Context: an optimization exercise on an open-source flow, tuned for small area, a short achievable clock period and few clock cycles. The choices shown serve that exercise and are no tape-out recipe. The RTL was checked by simulation tests, not by an equivalence proof against the original design. Power figures rest on the tool's default switching activity, not on a simulated workload.

**flow/flow/run.sh**
```bash
#!/bin/bash
# The standard layout (standard.sh: ORFS synthesis through finish, unchanged),
# with the timing repair after CTS and after global routing told to aim for
# SETUP_SLACK_MARGIN ns of setup slack, so it works toward a shorter period
# than the 10 ns clock. make's whole output goes to flow_make.log here; ORFS
# also keeps each step's log under orfs/logs.
set -euo pipefail
bash standard.sh SETUP_SLACK_MARGIN=6.5 finish > flow_make.log 2>&1
```
**flow/standard.sh**
```bash
#!/bin/bash
# synth_recipe.tcl (not shown) runs the flow's synth.tcl, then flattens the netlist and writes it again
# the make line also repeats each setting of config.mk as NAME=value (left out here)
make -C /OpenROAD-flow-scripts/flow DESIGN_CONFIG=/design/flow/config.mk WORK_HOME=/design/flow/orfs CLKGATE_MAP_FILE= SYNTH_SCRIPT=/design/flow/synth_recipe.tcl "${@:-finish}"
```
**flow/config.mk**
```make
export PLATFORM = sky130hd
export DESIGN_NAME = one_shot_periodic_timer_bank_top
export DESIGN_NICKNAME = one_shot_periodic_timer_bank_top
export VERILOG_FILES = /design/flow/design.v
export SDC_FILE = /design/flow/constraint.sdc
export NUM_CORES = 4
export LEC_CHECK = 0
export CAP_MARGIN = 20
export CORE_MARGIN = 2
export CORE_UTILIZATION = 60
export CTS_CLUSTER_DIAMETER = 100
export CTS_CLUSTER_SIZE = 25
export SLEW_MARGIN = 20
```
**flow/constraint.sdc**
```tcl
create_clock -name core_clock -period 10.0 [get_ports {clk}]
set_input_delay 2.0000 -clock core_clock [delete_from_list [all_inputs] [get_ports {clk}]]
set_output_delay 2.0000 -clock core_clock [all_outputs]
set_load 0.01 [all_outputs]
```
**flow/design.v**
```verilog
`default_nettype none
package tmrbank_pkg;
  localparam int OP_W   = 3;
  localparam int SLOT_W = 4;
  localparam int INT_W  = 31;
  localparam int EV_W   = 2;
  localparam int STS_W  = 2;
  localparam logic [OP_W-1:0] OP_TICK       = 3'd0;
  localparam logic [OP_W-1:0] OP_START_ONE  = 3'd1;
  localparam logic [OP_W-1:0] OP_START_PER  = 3'd2;
  localparam logic [OP_W-1:0] OP_RESTART    = 3'd3;
  localparam logic [OP_W-1:0] OP_CANCEL     = 3'd4;
  localparam logic [OP_W-1:0] OP_CANCEL_ALL = 3'd5;
  localparam logic [EV_W-1:0] EV_EXPIRED = 2'd0;
  localparam logic [EV_W-1:0] EV_CREATED = 2'd1;
  localparam logic [EV_W-1:0] EV_ACK     = 2'd2;
  localparam logic [STS_W-1:0] STS_OK       = 2'd0;
  localparam logic [STS_W-1:0] STS_FULL     = 2'd1;
  localparam logic [STS_W-1:0] STS_INACTIVE = 2'd2;
  localparam int MAX_RES = 16;
  localparam int CNT_W   = 5;
  localparam int QDEPTH = 2;
  localparam int QCNT_W = 2;
  typedef struct packed {
    logic [OP_W-1:0]   op;
    logic [SLOT_W-1:0] slot;
    logic              slot_ok;
    logic [INT_W-1:0]  interval;
  } cmd_t;
endpackage
`default_nettype wire
`default_nettype none
`default_nettype wire
`default_nettype none
`default_nettype wire
`default_nettype none
import tmrbank_pkg::*;
module one_shot_periodic_timer_bank_top #(
  parameter int SLOT_COUNT = 16,
  parameter int TIME_BITS  = 16
) (
  input  wire logic                           clk,
  input  wire logic                           rst_n,
  input  wire logic                           in_valid,
  output logic                                in_ready,
  input  wire logic [tmrbank_pkg::OP_W-1:0]   in_operation,
  input  wire logic [tmrbank_pkg::SLOT_W-1:0] in_slot,
  input  wire logic [tmrbank_pkg::INT_W-1:0]  in_interval_ms,
  output logic                                out_valid,
  input  wire logic                           out_ready,
  output logic [tmrbank_pkg::EV_W-1:0]        out_event_res,
  output logic [tmrbank_pkg::SLOT_W-1:0]      out_slot_id,
  output logic [tmrbank_pkg::STS_W-1:0]       out_status,
  output logic                                out_was_periodic,
  output logic                                out_last
);
  localparam int N  = 16;
  localparam int TW = 16;
  logic [N-1:0]  a_r, b_r;
  logic [TW-1:0] dl_r [N];    
  logic [TW-1:0] em_r [N];    
  logic [TW-1:0] c_r;         
  logic [N-1:0]  mt_r;        
  logic [N-1:0]  fr_r;        
  logic          fu_r;        
  logic [N-1:0]  pm_r;        
  logic [N-1:0]  rl_r;        
  logic          rdy_r;
  logic          xv_r;
  logic [2:0]    xop_r;
  logic [3:0]    xslot_r;
  logic          xbig_r;       
  logic [TW-1:0] xem_r;        
  logic          ov_r, sv_r;
  logic [9:0]    ob_r, sb_r;   
  function automatic logic [N-1:0] low_bit(input logic [N-1:0] m);
    logic [N-1:0] p;
    p = m;
    for (int s = 1; s < N; s = s * 2) p = p | (p << s);
    low_bit = m & ~(p << 1);
  endfunction
  function automatic logic [TW-1:0] ks_add(input logic [TW-1:0] a, input logic [TW-1:0] b);
    logic [TW-1:0] g, p, t;
    t = a ^ b;
    g = a & b;
    p = t;
    for (int s = 1; s < TW; s = s * 2) begin
      g = g | (p & (g << s));
      p = p & (p << s);
    end
    ks_add = t ^ (g << 1);
  endfunction
  function automatic logic [3:0] enc(input logic [N-1:0] oh);
    logic [3:0] r;
    r = '0;
    for (int i = 0; i < N; i++) if (oh[i]) r = r | 4'(i);
    enc = r;
  endfunction
  logic exec, o_free;
  assign exec   = xv_r && rdy_r;
  assign o_free = !ov_r || out_ready;
  logic is_tick, is_start, is_restart, is_cancel, is_cancel_all;
  assign is_tick       = exec && (xop_r == OP_TICK);
  assign is_start      = exec && ((xop_r == OP_START_ONE) || (xop_r == OP_START_PER));
  assign is_restart    = exec && (xop_r == OP_RESTART);
  assign is_cancel     = exec && (xop_r == OP_CANCEL);
  assign is_cancel_all = exec && (xop_r == OP_CANCEL_ALL);
  logic [TW-1:0] em_sel;
  always_comb begin
    em_sel = '0;
    for (int i = 0; i < N; i++) em_sel = em_sel | (em_r[i] & {TW{rl_r[i]}});
  end
  logic [N-1:0] hit;
  always_comb begin
    for (int i = 0; i < N; i++) begin
      if (rl_r[i]) hit[i] = a_r[i] && (em_r[i] == '0);
      else         hit[i] = a_r[i] && mt_r[i];
    end
  end
  logic [N-1:0] h_low, p_low;
  logic [N-1:0] h_rest, p_rest;
  assign h_low  = low_bit(hit);
  assign h_rest = hit & ~h_low;
  assign p_low  = low_bit(pm_r);
  assign p_rest = pm_r & ~p_low;
  logic [N-1:0]  act, free_low;
  logic          full;
  assign act      = a_r | b_r;
  assign free_low = fr_r;
  assign full     = fu_r;
  logic [N-1:0] sl_oh;
  logic         sl_act;
  assign sl_oh  = N'(1) << xslot_r;
  assign sl_act = |(act & sl_oh);
  logic [N-1:0] a_clr, b_clr;
  assign a_clr = ((hit & ~b_r) & {N{is_tick}}) | (sl_oh & {N{is_cancel}}) | {N{is_cancel_all}};
  assign b_clr = (sl_oh & {N{is_cancel}}) | {N{is_cancel_all}} | (free_low & {N{is_start}});
  logic [N-1:0] a_n, b_n;
  assign a_n = (a_r & ~a_clr) | (free_low & {N{is_start && !full && !xbig_r}});
  assign b_n = (b_r & ~b_clr) | (free_low & {N{is_start && !full && (xbig_r || (xop_r == OP_START_PER))}});
  logic [TW-1:0] c_n;
  logic [N-1:0]  mt_n;
  assign c_n = is_tick ? c_r + TW'(1) : c_r;
  always_comb begin
    for (int i = 0; i < N; i++)
      mt_n[i] = rl_r[i] ? (em_sel == TW'(is_tick)) : (dl_r[i] == c_n);
  end
  logic       x_beat;
  logic [9:0] x_b;
  always_comb begin
    x_beat = 1'b0;
    x_b    = {EV_EXPIRED, enc(h_low), STS_OK, |(h_low & b_r), (h_rest == '0)};
    unique case (xop_r)
      OP_TICK: begin
        x_beat = |hit;
      end
      OP_START_ONE, OP_START_PER: begin
        x_beat = 1'b1;
        x_b    = {EV_CREATED, full ? 4'd0 : enc(free_low), full ? STS_FULL : STS_OK, 1'b0, 1'b1};
      end
      OP_RESTART, OP_CANCEL: begin
        x_beat = 1'b1;
        x_b    = {EV_ACK, xslot_r, sl_act ? STS_OK : STS_INACTIVE, 1'b0, 1'b1};
      end
      OP_CANCEL_ALL: begin
        x_beat = 1'b1;
        x_b    = {EV_ACK, 4'd0, STS_OK, 1'b0, 1'b1};
      end
      default: ;
    endcase
    x_beat = x_beat && exec;
  end
  logic p_any, p_go;
  assign p_any = (pm_r != '0);
  assign p_go  = p_any && o_free && !sv_r;
  logic [9:0] nb;
  logic       nbv;
  always_comb begin
    if (sv_r) begin
      nb  = sb_r;
      nbv = 1'b1;
    end else if (p_any) begin
      nb  = {EV_EXPIRED, enc(p_low), STS_OK, |(p_low & b_r), (p_rest == '0)};
      nbv = 1'b1;
    end else begin
      nb  = x_b;
      nbv = x_beat;
    end
  end
  logic [N-1:0] pm_n;
  logic         pm_z_n, sv_n, xv_n;
  always_comb begin
    pm_n   = pm_r;
    pm_z_n = !p_any;
    if (is_tick) begin
      pm_n   = h_rest;
      pm_z_n = (h_rest == '0);
    end else if (p_go) begin
      pm_n   = p_rest;
      pm_z_n = (p_rest == '0);
    end
    sv_n = !o_free && (sv_r || x_beat);
    xv_n = rdy_r ? in_valid : xv_r;
  end
  always_ff @(posedge clk) begin
    if (!rst_n) begin
      a_r    <= '0;
      b_r    <= '0;
      fr_r   <= N'(1);
      fu_r   <= 1'b0;
      c_r    <= TW'(1);
      pm_r   <= '0;
      rl_r   <= '0;
      rdy_r  <= 1'b1;
      xv_r   <= 1'b0;
      ov_r   <= 1'b0;
      sv_r   <= 1'b0;
    end else begin
      if (o_free) ov_r <= nbv;
      sv_r   <= sv_n;
      pm_r   <= pm_n;
      xv_r   <= xv_n;
      rdy_r  <= !xv_n || (pm_z_n && !sv_n);
      rl_r   <= ((p_low & b_r) & {N{p_go}}) |
                ((h_low & b_r) & {N{is_tick}}) |
                (free_low & {N{is_start && !full}}) |
                (sl_oh & {N{is_restart && sl_act}});
      c_r    <= c_n;
      a_r    <= a_n;
      b_r    <= b_n;
      fr_r   <= low_bit(~(a_n | b_n));
      fu_r   <= &(a_n | b_n);
    end
  end
  always_ff @(posedge clk) begin
    mt_r   <= mt_n;
    if (o_free) ob_r <= nb;
    if (!o_free && x_beat) sb_r <= x_b;
    if (rdy_r) begin
      xop_r   <= in_operation;
      xslot_r <= in_slot;
      xbig_r  <= |in_interval_ms[INT_W-1:TW];
      xem_r   <= (in_interval_ms[TW-1:0] == '0) ? '0 : in_interval_ms[TW-1:0] - TW'(1);
    end
    for (int i = 0; i < N; i++) begin
      if (rl_r[i]) dl_r[i] <= ks_add(c_r, em_sel);
      if (is_start && !full && free_low[i]) em_r[i] <= xem_r;
    end
  end
  assign in_ready         = rdy_r;
  assign out_valid        = ov_r;
  assign {out_event_res, out_slot_id, out_status, out_was_periodic, out_last} = ob_r;
endmodule
`default_nettype wire
```
==> run notes <==
-- worst min-delay path, delay by kind of cell (launching register included) --
family             cells  cell delay, ps
DFF                    1             360
and+or+nand+nor        1              80
AOI/OAI and AO/OA      1              60
-- report_power, final --
part	internal, uW	total, uW	switching (uW)
logic	53.4	130	76.6
registers	3030	3060	31.4
clock network	673	1590	919
-- metal layers --
metal	vias to the layer above	wire, um
met5	-	21
met4	2	4740
met3	232	9710
met2	1379	43100
met1	10500	36800
li1	9090	-
-- per-stage QoR --
| step | cell area [um^2] | hold WS (ps) | setup slack [ps] | std cells | utilization |
|---|---|---|---|---|---|
| 5_1_grt | 34300 | 560 | 5930 | 3085 | 0.701 |
| 3_5_place_dp | 31200 | 517 | 4990 | 2926 | 0.638 |
| 3_3_place_gp | 31200 | 504 | 4960 | 2925 | 0.638 |
| 6_report | 34300 | 537 | 6040 | 3086 | 0.701 |
| 4_1_cts | 33800 | 532 | 6140 | 3054 | 0.690 |
| 2_1_floorplan | 30000 | 470 | 6480 | 2262 | - |
-- flip-flops by register name, indices dropped and copies added (netlist names), 3 cells and up --
name     flops
a_r         16
ob_r        10
fr_r        16
mt_r        16
pm_r        15
xem_r       16
xslot_r      4
em_r       256
sb_r        10
xop_r        3
b_r         16
rl_r        16
dl_r       256
c_r         16
-- repair_timing --
| action | 4_1_cts | 5_1_grt |
|---|---|---|
| buffers inserted | 59 | 30 |
| hold buffers | 0 | 0 |
| pin swaps | 25 | 22 |
| gates cloned | 7 | 1 |
| hold endpoints to repair | 0 | 0 |
| resized for setup | 144 | 65 |
| endpoints found under the setup margin | 281 | 200 |
-- cell type report --
type | instances | area (um^2)
diodes | 1 | 2.50
fillers | 3333 | 14600
multi-input cells | 1476 | 11300
well taps | 664 | 831
clock inverters | 7 | 134
repair buffers | 191 | 1980
inverters | 20 | 75.1
clock buffers | 55 | 930
flip-flops and latches | 672 | 19100
-- logic make-up after synthesis --
| logic type | synth area share |
|---|---|
| muxes | 0.00147 |
| AOI/OAI and AO/OA | 0.110 |
| xor gates and xnor gates | 0.0893 |
| buffers and inverters | 0.0185 |
| DFF | 0.639 |
| and+or+nand+nor | 0.132 |
| adders and majority gates | 0.00917 |
-- worst paths after layout --
| path | start | endpoint | slack, ps | cells after the start |
|---|---|---|---|---|
| max | rl_r[14] | dl_r[5][14] | 6040 | 17 |
| min | fr_r[1] | b_r[1] | 540 | 2 |
| min reg2reg | fr_r[1] | b_r[1] | 540 | 2 |
| max reg2reg | rl_r[14] | dl_r[5][14] | 6040 | 17 |
-- layout by cell type, fill, tap and decap left out, types with 21 or more instances in the layout --
cell and count:
nand2_1 107, nor2_1 125, buf_4 94, nand4_1 70, a31oi_1 22, a22oi_1 73
nor4_1 65, clkdlybuf4s50_1 41, o21ai_0 56, nor3_1 43, clkbuf_16 34, a221oi_1 35
clkbuf_1 21, xnor2_1 154, nor4_2 29, nand3_1 44, a22o_1 56, buf_6 21
dfxtp_1 99, and3_1 33, xor2_1 118, a21oi_1 74, and2_1 22, edfxtp_1 556
==> run notes <==
Layout cells sized above 1 - 0.152
Min Tclk post-route - 3960 ps
Post-synth top cells - edfxtp_1, xnor2_1, nor2_1
Final TNS setup - 0 ps
Drt pass-1 iters - 8
Routed wire per std cell - 30.6 um
Delay-heaviest family, CP - compound AO/OA/AOI/OAI gates
Leakage - 0.0110 uW
Power Density - 139 mW/mm^2
Worst setup SP type - register
Mapped Area - 0.0297 mm^2
Count of cell types in the netlist - 90
Largest net degree at the start of global routing - 64
H-tree Lvls - 2
Worst Path Arrival - 4310 ps
Initial antenna violation count - 1
IO buf count - 53
Met1 GRT Util - 0.513
CP max-delay cell - dfxtp_4
Crit share post-route - 0.396
Post-synth EDFFs - 556
Rel. slew slack - 0.293
Max Fclk - 252 MHz
Avg Cell Area, Syn - 13.1 um^2
Die Width - 227 um
Post-synth net total - 2322
Final wirelength - 94400 um
Post-Syn Instances - 2262
Vias - 21200
Starting DRT DRC Count - 3302
Layout Skew - 38.6 ps
Core ar. - 0.0490 mm^2
Crit Path Max Fanout - 8
Final setup viols - 0
Antenna viol nets, final - 0
Root buf cell - clkbuf_16
GRT Overall Usage - 0.368
CTS tree - yes
Clock-pin slew on the worst setup and hold paths - 110 ps
Slew @ Worst Pin - 1060 ps
Bufs and invs on worst path - 3
Max Cap Viol - 0
Status - timing/DRC/antenna clean
DRC - 0
Via-to-Cell Ratio - 6.87
CP peak stage delay - 410 ps
Data required time of the critical path - 10350 ps
Synth top area cells - edfxtp_1, dfxtp_1, xnor2_1
Final HPWL from detailed placement - 62900 um
Synth-to-layout area growth - 15.4%
First-pass GRT wire length - 135000 um
GR Layer Usage met3 - 0.0587
Final Hold Vio Count - 0
WS Path Type - register to register
Global placer's final weighted congestion - 0.990
Seq/Total Area, Yosys - 0.639
Total Nets Final - 2455
HP Class - register to register
Number of global-route vias before repair - 20000
Share of flip-flops with an asynchronous set or reset - 0
RSZ-0062 raised after global routing - true
Final Slew Violations - 0
Die H - 227 um
Top_reg_cell synth - edfxtp_1
Share of the synthesized area in the top cell type - 0.561
Seq cells post-synth - 672
Tot Pwr - 4780 uW
Gr ovfl total - 0
# IOs - 54
Most used routing layer - met2
Area leader, netlist - edfxtp_1
Crit path cell chain - a22o_1 > a221oi_2 > and3_1 > nand4_1 > ha_2 > fa_2 > a21o_1 > a21oi_2 > o21ai_1 > a21o_1 > a21oi_4 > o21ai_4 > o41ai_4 > buf_6 > buf_6 > o311ai_4 > buf_12
Initial core utilization - 0.608
Count leader, synth - edfxtp_1
Synth Warn # - 3
Die area - 0.0514 mm^2
Row count - 81
Global-route met2 utilization - 0.576
Clock latency (worst-skew pair) - 620 ps
CTS sink count - 672
CTS buffer count - 34
Longest Clk Path Bufs - 3
VDD IR max - 0.127 mV
Crit path capture type - register
Testbench counts, summed over its fixed seeds: cycles 39,461.

[static timing again, ports no longer ideal]
In the flow no input, the clock included, has a driving cell. The finished layout below was timed again as built, in two steps. Step 1, drivers: a clkbuf_16 drives clk and a buf_2 each remaining input, both assumed. Step 2 times the ports against the registers' clock, not the clock port: input delays grow and output delays shrink by t, the midpoint of the rising clock arrivals with the driver on. a / b / c = ideal / step 1 / step 2; a / b = the first two.
t (ns): 0.667
setup slack, ns: 6.038 / 6.038 / 5.877
hold WS [ns]: 0.537 / 0.537 / 0.537
worst slew at a driven data input, ns: 0.04
After both steps this run still meets setup and hold. For this run, drivers alone change the setup slack by 0.000 ns; drivers and shift together by -0.161 ns.
